This design comes from an exercise in tuning for small area, a short achievable clock period and few clock cycles on the open sky130 flow, not from production work.
In this exercise RTL edits were held to simulation tests only and were not proved equivalent to the original.

<file path="flow/run.sh">
#!/bin/bash
# synth_recipe.tcl (not shown) runs the flow's synth.tcl, then flattens the netlist and writes it again
# the make line also repeats each setting of config.mk as NAME=value (left out here)
make -C /OpenROAD-flow-scripts/flow DESIGN_CONFIG=/design/flow/config.mk WORK_HOME=/design/flow/orfs CLKGATE_MAP_FILE= SYNTH_SCRIPT=/design/flow/synth_recipe.tcl finish
</file>
<file path="flow/config.mk">
export PLATFORM = sky130hd
export DESIGN_NAME = dfs_path_finder
export DESIGN_NICKNAME = dfs_path_finder
export VERILOG_FILES = /design/flow/design.v
export SDC_FILE = /design/flow/constraint.sdc
export NUM_CORES = 4
export LEC_CHECK = 0
export CAP_MARGIN = 20
export CORE_MARGIN = 2
export CORE_UTILIZATION = 40
export SLEW_MARGIN = 20
</file>
<file path="flow/constraint.sdc">
create_clock -name core_clock -period 10.0 [get_ports {clk}]
set_input_delay 2.0000 -clock core_clock [delete_from_list [all_inputs] [get_ports {clk}]]
set_output_delay 2.0000 -clock core_clock [all_outputs]
set_load 0.01 [all_outputs]
</file>
<file path="flow/design.v">
package dfs_pkg;
  localparam int VERTEX_W         = 6;
  localparam int CMD_W            = 2;
  localparam int VCOUNT_W         = 7;
  localparam int MAX_VERTICES_DEF = 64;
  localparam int QUEUE_DEPTH      = 2;
  localparam int PADDR_W          = 3;
  localparam int PDATA_W          = 32;
  localparam int REG_IDX_W        = PADDR_W - 2;
  localparam logic [CMD_W-1:0] CMD_CLEAR  = 2'd0;
  localparam logic [CMD_W-1:0] CMD_EDGE   = 2'd1;
  localparam logic [CMD_W-1:0] CMD_SEARCH = 2'd2;
  localparam logic [CMD_W-1:0] CMD_SPARE  = 2'd3;
  localparam logic [REG_IDX_W-1:0] REG_VERTEX_COUNT = 1'b0;
  localparam logic [VCOUNT_W-1:0] VCOUNT_RESET = 7'd64;
  typedef struct packed {
    logic [CMD_W-1:0]    cmd;
    logic [VERTEX_W-1:0] from_vertex;
    logic [VERTEX_W-1:0] to_vertex;
  } in_item_t;
  typedef struct packed {
    logic [VERTEX_W-1:0] path_vertex;
    logic                found;
    logic                last;
  } out_item_t;
endpackage
module dfs_ram #(
  parameter int WIDTH = 8,
  parameter int DEPTH = 64,
  localparam int AW = (DEPTH > 1) ? $clog2(DEPTH) : 1
) (
  input  logic             clk,
  input  logic             we,
  input  logic [AW-1:0]    waddr,
  input  logic [WIDTH-1:0] wdata,
  input  logic             re,
  input  logic [AW-1:0]    raddr,
  output logic [WIDTH-1:0] rdata
);
  logic [WIDTH-1:0] mem [DEPTH];
  logic [WIDTH-1:0] rdata_r;
  always_ff @(posedge clk) begin
    if (we) begin
      mem[waddr] <= wdata;
    end
    if (re) begin
      rdata_r <= mem[raddr];
    end
  end
  assign rdata = rdata_r;
endmodule
import dfs_pkg::*;
module dfs_front #(
  parameter int MAX_VERTICES = MAX_VERTICES_DEF
) (
  input  logic     clk,
  input  logic     rst_n,
  input  logic     in_valid,
  output logic     in_ready,
  input  dfs_pkg::in_item_t in_data,
  output logic     q_valid,
  input  logic     q_ready,
  output dfs_pkg::in_item_t q_item
);
  localparam int QAW = (QUEUE_DEPTH > 1) ? $clog2(QUEUE_DEPTH) : 1;
  localparam int QCW = QAW + 1;
  localparam logic [VCOUNT_W-1:0] MAXV = VCOUNT_W'(MAX_VERTICES);
  logic [CMD_W+2*VERTEX_W-1:0] entries_r [QUEUE_DEPTH];
  logic [QAW-1:0]   wptr_r, wptr_nxt;
  logic [QAW-1:0]   rptr_r, rptr_nxt;
  logic [QCW-1:0]   cnt_r, cnt_nxt;
  logic             keep;
  logic             push;
  logic             pop;
  logic             edge_ok;
  assign edge_ok = ({1'b0, in_data.from_vertex} < MAXV) &&
                   ({1'b0, in_data.to_vertex} < MAXV);
  always_comb begin
    case (in_data.cmd)
      CMD_CLEAR:  keep = 1'b1;
      CMD_SEARCH: keep = 1'b1;
      CMD_EDGE:   keep = edge_ok;
      default:    keep = 1'b0;
    endcase
  end
  assign in_ready = (cnt_r != QCW'(QUEUE_DEPTH));
  assign q_valid  = (cnt_r != '0);
  assign q_item   = entries_r[rptr_r];
  assign push     = in_valid && in_ready && keep;
  assign pop      = q_valid && q_ready;
  always_comb begin
    wptr_nxt = push ? wptr_r + QAW'(1) : wptr_r;
    rptr_nxt = pop ? rptr_r + QAW'(1) : rptr_r;
    cnt_nxt  = cnt_r + QCW'(push) - QCW'(pop);
  end
  always_ff @(posedge clk) begin
    if (!rst_n) begin
      wptr_r <= '0;
      rptr_r <= '0;
      cnt_r  <= '0;
    end else begin
      wptr_r <= wptr_nxt;
      rptr_r <= rptr_nxt;
      cnt_r  <= cnt_nxt;
    end
  end
  always_ff @(posedge clk) begin
    if (push) begin
      entries_r[wptr_r] <= in_data;
    end
  end
endmodule
import dfs_pkg::*;
module dfs_engine #(
  parameter int MAX_VERTICES = MAX_VERTICES_DEF
) (
  input  logic                clk,
  input  logic                rst_n,
  input  logic [VCOUNT_W-1:0] vertex_count,
  input  logic                q_valid,
  output logic                q_ready,
  input  dfs_pkg::in_item_t            q_item,
  output logic                out_valid,
  input  logic                out_ready,
  output dfs_pkg::out_item_t           out_data
);
  localparam int VW = (MAX_VERTICES > 1) ? $clog2(MAX_VERTICES) : 1;
  localparam int DW = VW + 1;
  localparam logic [VCOUNT_W-1:0] MAXV = VCOUNT_W'(MAX_VERTICES);
  localparam logic [MAX_VERTICES-1:0] ONE_V = MAX_VERTICES'(1);
  localparam logic [2:0] ST_IDLE    = 3'd0;
  localparam logic [2:0] ST_EDGE_WR = 3'd1;
  localparam logic [2:0] ST_EVAL    = 3'd2;
  localparam logic [2:0] ST_POP     = 3'd3;
  localparam logic [2:0] ST_EMIT_RD = 3'd4;
  localparam logic [2:0] ST_EMIT_WR = 3'd5;
  localparam logic [2:0] ST_MISS    = 3'd6;
  logic [2:0]              state_r, state_nxt;
  logic [VW-1:0]           a_r, a_nxt;
  logic [VW-1:0]           b_r, b_nxt;
  logic [DW-1:0]           depth_r, depth_nxt;
  logic [VW-1:0]           k_r, k_nxt;
  logic [MAX_VERTICES-1:0] visited_r, visited_nxt;
  logic [MAX_VERTICES-1:0] mask_r, mask_nxt;
  logic [MAX_VERTICES-1:0] row_vld_r, row_vld_nxt;
  logic                    vldq_r, vldq_nxt;
  logic                    out_valid_r, out_valid_nxt;
  dfs_pkg::out_item_t               out_data_r, out_data_nxt;
  logic                    adj_we, adj_re;
  logic [VW-1:0]           adj_waddr, adj_raddr;
  logic [MAX_VERTICES-1:0] adj_wdata, adj_rdata;
  logic                    stk_we, stk_re;
  logic [VW-1:0]           stk_waddr, stk_raddr;
  logic [VW-1:0]           stk_wdata, stk_rdata;
  logic [VCOUNT_W-1:0]     live_cnt;
  logic [MAX_VERTICES-1:0] live_mask;
  logic [MAX_VERTICES-1:0] cand;
  logic [VW-1:0]           next_v;
  logic [DW-1:0]           pop_idx;
  logic                    slot_free;
  logic                    emit_last;
  logic                    start_ok;
  logic                    tgt_ok;
  dfs_ram #(.WIDTH(MAX_VERTICES), .DEPTH(MAX_VERTICES)) u_adj_ram (
    .clk   (clk),
    .we    (adj_we),
    .waddr (adj_waddr),
    .wdata (adj_wdata),
    .re    (adj_re),
    .raddr (adj_raddr),
    .rdata (adj_rdata)
  );
  dfs_ram #(.WIDTH(VW), .DEPTH(MAX_VERTICES)) u_stack_ram (
    .clk   (clk),
    .we    (stk_we),
    .waddr (stk_waddr),
    .wdata (stk_wdata),
    .re    (stk_re),
    .raddr (stk_raddr),
    .rdata (stk_rdata)
  );
  assign live_cnt = (vertex_count > MAXV) ? MAXV : vertex_count;
  always_comb begin
    for (int i = 0; i < MAX_VERTICES; i++) begin
      live_mask[i] = (VCOUNT_W'(i) < live_cnt);
    end
  end
  assign start_ok = ({1'b0, q_item.from_vertex} < live_cnt);
  assign tgt_ok   = ({1'b0, q_item.to_vertex} < live_cnt);
  assign cand = (vldq_r ? adj_rdata : '0) & ~visited_r & mask_r;
  always_comb begin
    next_v = '0;
    for (int i = MAX_VERTICES - 1; i >= 0; i--) begin
      if (cand[i]) begin
        next_v = VW'(i);
      end
    end
  end
  assign pop_idx   = depth_r - DW'(2);
  assign slot_free = !out_valid_r || out_ready;
  assign emit_last = ((DW'(k_r) + DW'(1)) == depth_r);
  always_comb begin
    state_nxt     = state_r;
    a_nxt         = a_r;
    b_nxt         = b_r;
    depth_nxt     = depth_r;
    k_nxt         = k_r;
    visited_nxt   = visited_r;
    mask_nxt      = mask_r;
    row_vld_nxt   = row_vld_r;
    out_valid_nxt = out_valid_r;
    out_data_nxt  = out_data_r;
    q_ready       = 1'b0;
    adj_we        = 1'b0;
    adj_waddr     = a_r;
    adj_wdata     = (vldq_r ? adj_rdata : '0) | (ONE_V << b_r);
    adj_re        = 1'b0;
    adj_raddr     = a_r;
    stk_we        = 1'b0;
    stk_waddr     = '0;
    stk_wdata     = a_r;
    stk_re        = 1'b0;
    stk_raddr     = k_r;
    if (out_valid_r && out_ready) begin
      out_valid_nxt = 1'b0;
    end
    case (state_r)
      ST_IDLE: begin
        q_ready = 1'b1;
        if (q_valid) begin
          a_nxt = q_item.from_vertex[VW-1:0];
          b_nxt = q_item.to_vertex[VW-1:0];
          case (q_item.cmd)
            CMD_CLEAR: begin
              row_vld_nxt = '0;
            end
            CMD_EDGE: begin
              adj_re    = 1'b1;
              adj_raddr = q_item.from_vertex[VW-1:0];
              state_nxt = ST_EDGE_WR;
            end
            CMD_SEARCH: begin
              mask_nxt = live_mask;
              if (!start_ok || !tgt_ok) begin
                state_nxt = ST_MISS;
              end else begin
                stk_we      = 1'b1;
                stk_waddr   = '0;
                stk_wdata   = q_item.from_vertex[VW-1:0];
                depth_nxt   = DW'(1);
                k_nxt       = '0;
                visited_nxt = ONE_V << q_item.from_vertex[VW-1:0];
                if (q_item.from_vertex == q_item.to_vertex) begin
                  state_nxt = ST_EMIT_RD;
                end else begin
                  adj_re    = 1'b1;
                  adj_raddr = q_item.from_vertex[VW-1:0];
                  state_nxt = ST_EVAL;
                end
              end
            end
            default: begin
            end
          endcase
        end
      end
      ST_EDGE_WR: begin
        adj_we           = 1'b1;
        row_vld_nxt[a_r] = 1'b1;
        state_nxt        = ST_IDLE;
      end
      ST_EVAL: begin
        if (cand != '0) begin
          stk_we      = 1'b1;
          stk_waddr   = depth_r[VW-1:0];
          stk_wdata   = next_v;
          depth_nxt   = depth_r + DW'(1);
          visited_nxt = visited_r | (ONE_V << next_v);
          if (next_v == b_r) begin
            k_nxt     = '0;
            state_nxt = ST_EMIT_RD;
          end else begin
            adj_re    = 1'b1;
            adj_raddr = next_v;
          end
        end else if (depth_r == DW'(1)) begin
          state_nxt = ST_MISS;
        end else begin
          stk_re    = 1'b1;
          stk_raddr = pop_idx[VW-1:0];
          depth_nxt = depth_r - DW'(1);
          state_nxt = ST_POP;
        end
      end
      ST_POP: begin
        adj_re    = 1'b1;
        adj_raddr = stk_rdata;
        state_nxt = ST_EVAL;
      end
      ST_EMIT_RD: begin
        stk_re    = 1'b1;
        stk_raddr = k_r;
        state_nxt = ST_EMIT_WR;
      end
      ST_EMIT_WR: begin
        if (slot_free) begin
          out_valid_nxt            = 1'b1;
          out_data_nxt.path_vertex = VERTEX_W'(stk_rdata);
          out_data_nxt.found       = 1'b1;
          out_data_nxt.last        = emit_last;
          if (emit_last) begin
            state_nxt = ST_IDLE;
          end else begin
            k_nxt     = k_r + VW'(1);
            state_nxt = ST_EMIT_RD;
          end
        end
      end
      ST_MISS: begin
        if (slot_free) begin
          out_valid_nxt            = 1'b1;
          out_data_nxt.path_vertex = '0;
          out_data_nxt.found       = 1'b0;
          out_data_nxt.last        = 1'b1;
          state_nxt                = ST_IDLE;
        end
      end
      default: begin
        state_nxt = ST_IDLE;
      end
    endcase
  end
  assign vldq_nxt = adj_re ? row_vld_r[adj_raddr] : vldq_r;
  always_ff @(posedge clk) begin
    if (!rst_n) begin
      state_r     <= ST_IDLE;
      row_vld_r   <= '0;
      out_valid_r <= 1'b0;
    end else begin
      state_r     <= state_nxt;
      row_vld_r   <= row_vld_nxt;
      out_valid_r <= out_valid_nxt;
    end
  end
  always_ff @(posedge clk) begin
    a_r        <= a_nxt;
    b_r        <= b_nxt;
    depth_r    <= depth_nxt;
    k_r        <= k_nxt;
    visited_r  <= visited_nxt;
    mask_r     <= mask_nxt;
    vldq_r     <= vldq_nxt;
    out_data_r <= out_data_nxt;
  end
  assign out_valid = out_valid_r;
  assign out_data  = out_data_r;
endmodule
import dfs_pkg::*;
module dfs_path_finder #(
  parameter int MAX_VERTICES = MAX_VERTICES_DEF
) (
  input  logic               clk,
  input  logic               rst_n,
  input  logic               in_valid,
  output logic               in_ready,
  input  dfs_pkg::in_item_t           in_data,
  output logic               out_valid,
  input  logic               out_ready,
  output dfs_pkg::out_item_t          out_data,
  input  logic               psel,
  input  logic               penable,
  input  logic               pwrite,
  input  logic [PADDR_W-1:0] paddr,
  input  logic [PDATA_W-1:0] pwdata,
  output logic [PDATA_W-1:0] prdata,
  output logic               pready
);
  logic [VCOUNT_W-1:0] vcount_r, vcount_nxt;
  logic                reg_hit;
  logic                q_valid;
  logic                q_ready;
  dfs_pkg::in_item_t            q_item;
  assign reg_hit = (paddr[PADDR_W-1:2] == REG_VERTEX_COUNT);
  assign pready  = 1'b1;
  assign prdata  = reg_hit ? PDATA_W'(vcount_r) : '0;
  always_comb begin
    vcount_nxt = vcount_r;
    if (psel && penable && pwrite && pready && reg_hit) begin
      vcount_nxt = pwdata[VCOUNT_W-1:0];
    end
  end
  always_ff @(posedge clk) begin
    if (!rst_n) begin
      vcount_r <= VCOUNT_RESET;
    end else begin
      vcount_r <= vcount_nxt;
    end
  end
  dfs_front #(.MAX_VERTICES(MAX_VERTICES)) u_front (
    .clk      (clk),
    .rst_n    (rst_n),
    .in_valid (in_valid),
    .in_ready (in_ready),
    .in_data  (in_data),
    .q_valid  (q_valid),
    .q_ready  (q_ready),
    .q_item   (q_item)
  );
  dfs_engine #(.MAX_VERTICES(MAX_VERTICES)) u_engine (
    .clk          (clk),
    .rst_n        (rst_n),
    .vertex_count (vcount_r),
    .q_valid      (q_valid),
    .q_ready      (q_ready),
    .q_item       (q_item),
    .out_valid    (out_valid),
    .out_ready    (out_ready),
    .out_data     (out_data)
  );
endmodule
</file>
==> flow_summary.ini <==
[outcome]
status = timing/DRC/antenna clean

[die]
initial_core_util_pct = 40.1
num_rows = 256
die_w_um = 702
io_pins = 99
die_h_um = 702
core_area_um2 = 486000
dieArea_um2 = 493000

[cts]
htree_levels = 5
clk_pin_slew_ns = 0.06
clockRootBuffer = clkbuf_16
post_cts_resized = 0
cts_setup_buffers = 0
numCtsBuffers = 475
insertion_delay_ns = 1.07
cts_sinks = 4820
postCtsHoldBufs = 0
cts_tree = built
cts_buffer_depth = 4

[sta]
worst_slew_pin_slew_ns = 1.21
rsz0062_at_grt = no
skew_ns = 0.124
finalSetupTns_ns = 0
period_needed_ns = 7.98
slew_headroom_pct = 19.6
setup_violations = 0
fmax_mhz = 125
layout_worst_path_cycle_share_pct = 79.8
report.final.slew_viol_count = 0
hold_viol = 0

[logic_synthesis]
synthArstFlopShare_pct = 0
syn_area_um2 = 195000
ys_types = 102
yosysTopAreaCellShare_pct = 73.0
synth.most_common_cell = edfxtp_1
yosys.area.top_type = edfxtp_1
synth_cells = 14400
syn_avg_cell_area_um2 = 13.6
synth_top_family_by_area = simple AND/OR/NAND/NOR gates
yosysSeqAreaShare_pct = 73.8
synth_flop_cell = edfxtp_1
ys_top_cells_by_count = edfxtp_1 (4740), nand2_1 (3863), nand3_1 (1677), a21oi_1 (653), nor2_1 (400)
yosys_warnings = 5
synthSimpleGateAreaFrac_pct = 14.4
synth_edf_count = 4740
synth_xor_area_share_pct = 0.175
synth_compound_area_share_pct = 5.41
ys_top_cells_by_area = edfxtp_1 (73%), nand2_1 (7.4%), nand3_1 (4.3%)
synthAdderAreaFrac_pct = 0.167
muxShareOfSynthArea_pct = 3.57
ys_ff_latch = 4820

[detailed_routing]
wl_per_cell_um = 29.2
dr.pass1.iters = 6
vias_per_cell = 5.91
antenna_left = 0
num_vias = 126000
drt_iter0_drc = 19200
drc = 0
wl_um = 621000

[layout]
area_delta_synth_final_pct = 12.7
drive_gt1_share_pct = 10.5
seqCellArea_um2 = 144000
nFillCells = 43000
fin_nets = 14500
multiInputGateArea_um2 = 47700

[placed_design]
io_buffers = 45
place.gp.congestion = 0.911
hpwl_um = 337000

[grt]
grtUsageMet1_pct = 33.9
grt_max_degree = 196
grt_use_total_pct = 24.4
globalRouteOverflowTotal = 0
grt_pass1_wl_um = 871000
grt_pass1_vias = 116000
grt-busiest-layer = met2
met3_usage_pct = 4.80
gr-usage-met2_pct = 37.8
antenna_found_initial = 25

[worst_setup_path]
cp.required_ns = 10.73
crit_path_max_incr_delay_ns = 0.97
startpoint_type = register
endpoint_kind = register
worstSetupPathType = reg2reg
worstPathMaxFanout = 33
crit_path_top_delay_cell = or3_4
path_cells = mux2i_1 -> clkinv_1 -> ha_1 -> nor4b_1 -> a211oi_1 -> o41ai_1 -> a41o_1 -> and2_1 -> a31oi_1 -> nand2b_1 -> a22oi_1 -> or3_4 -> buf_4 -> nor2_4 -> a221o_1 -> o22ai_1 -> a2111oi_0 -> or4_1
cp_data_arrival_time_ns = 8.71

[min_path]
hp-class = reg2reg

[run]
max_cap_violations = 0
flip-flops by register name (all words and copies together) (netlist names), 7 cells and up, named ones only:
| register | cells |
|---|---|
| u_engine.u_adj_ram.rdata_r | 64 |
| u_engine.u_stack_ram.mem | 384 |
| u_engine.depth_r | 7 |
| u_front.entries_r | 28 |
| u_engine.mask_r | 64 |
| u_engine.visited_r | 64 |
| u_engine.out_data_r | 8 |
| u_engine.row_vld_r | 64 |
| u_engine.u_adj_ram.mem | 4096 |
| vcount_r | 7 |
critical path, delay by kind of cell, from the launching register on:
| family | cells | cell delay, ns |
|---|---|---|
| buffers and inverters | 2 | 1.01 |
| AOI/OAI and AO/OA | 8 | 2.21 |
| and+or+nand+nor | 6 | 2.55 |
| muxes | 1 | 0.59 |
| DFF | 1 | 0.82 |
| adders and majority gates | 1 | 0.37 |
placed cells by master (no fill, tap or decap), types with 48 or more instances in the layout:
master	netlist	routed
a31oi_1	79	79
buf_12	0	75
o22ai_1	88	88
clkbuf_1	354	135
clkbuf_16	0	481
nor2_1	400	329
mux2i_1	131	131
a22oi_1	65	65
and3_1	147	147
nor2_4	1	70
edfxtp_1	4740	4740
clkinv_1	3	129
dfxtp_1	80	80
mux4_2	242	242
a21oi_1	653	648
nand3_1	1677	1676
a211oi_1	55	55
o21ai_4	0	67
nand4b_1	48	48
a311o_1	91	91
o21ai_0	285	220
buf_4	95	370
nand2_1	3863	3857
clkinv_2	0	69
a311oi_1	107	106
final cells by class:
type                       instances  area share (%)
antenna                           17          0.0194
clock buffer                     619            5.73
clock inverter                   260            1.07
inverter                          47          0.0803
multi-input combinational       8588            21.7
sequential                      4820            65.5
tap                             6450            3.67
timing repair buffer             495            2.21
final timing paths:
check / from / to / slack (ns) / cells after the start
max: register / u_engine.u_adj_ram.rdata_r[26] / 2.02 / 18
min: u_engine.row_vld_r[28] / u_engine.row_vld_r[28] / 0.47 / 2
min reg2reg: u_engine.row_vld_r[28] / u_engine.row_vld_r[28] / 0.47 / 2
max reg2reg: register / u_engine.u_adj_ram.rdata_r[26] / 2.02 / 18
kinds of logic after synthesis:
family	after synthesis
other cells	2
flops	4820
buf+inv	993
xor+xnor	39
fa+ha+maj	26
compound gates	1678
mux	391
simple gates	6428
metal layers:
metal / vias up / part of all wire [%]
met5: - / 0.017
met4: 10 / 4.6
met3: 1261 / 11
met2: 7216 / 45
met1: 63800 / 39
li1: 53500 / -
through the flow:
stage,worst slack [ns],utilization [%],hold WS (ns),instance area [um^2],std cells
floorplan,3.54,-,0.437,195000,14400
global placement,2.27,42.1,0.446,205000,20400
detailed placement,2.20,42.1,0.455,205000,20400
CTS,2.11,45.2,0.471,220000,21300
global route,1.67,45.2,0.484,220000,21300
finish,2.02,45.3,0.468,220000,21300
Testbench counts, summed over its fixed seeds: cycles 47,848.

static timing again, ports no longer ideal:
No port has a modelled driver above. Below, the same layout with a new extraction and two added sets of constraints.
Step 1 assumes that a clkbuf_16 drives the clock port and a buf_2 every other input.
Step 2 adds t to the input delays and takes it off the output delays; t is the mean of the earliest and latest rising clock arrival at the registers after step 1. Input paths then give back, and output paths get back, about the clock's delay inside the block.
Three values: ideal, step 1, step 2; two values: the first two.
t (ns): 1.125
slack for setup (ns): 2.017 / 2.017 / 2.017
hold slack, ns: 0.468 / 0.468 / 0.468
worst setup path at the end: register to register
pins driven straight from the clock port: 1
After both steps this run still meets setup and hold. For this run, drivers alone change the setup slack by 0.000 ns; drivers and shift together by 0.000 ns.
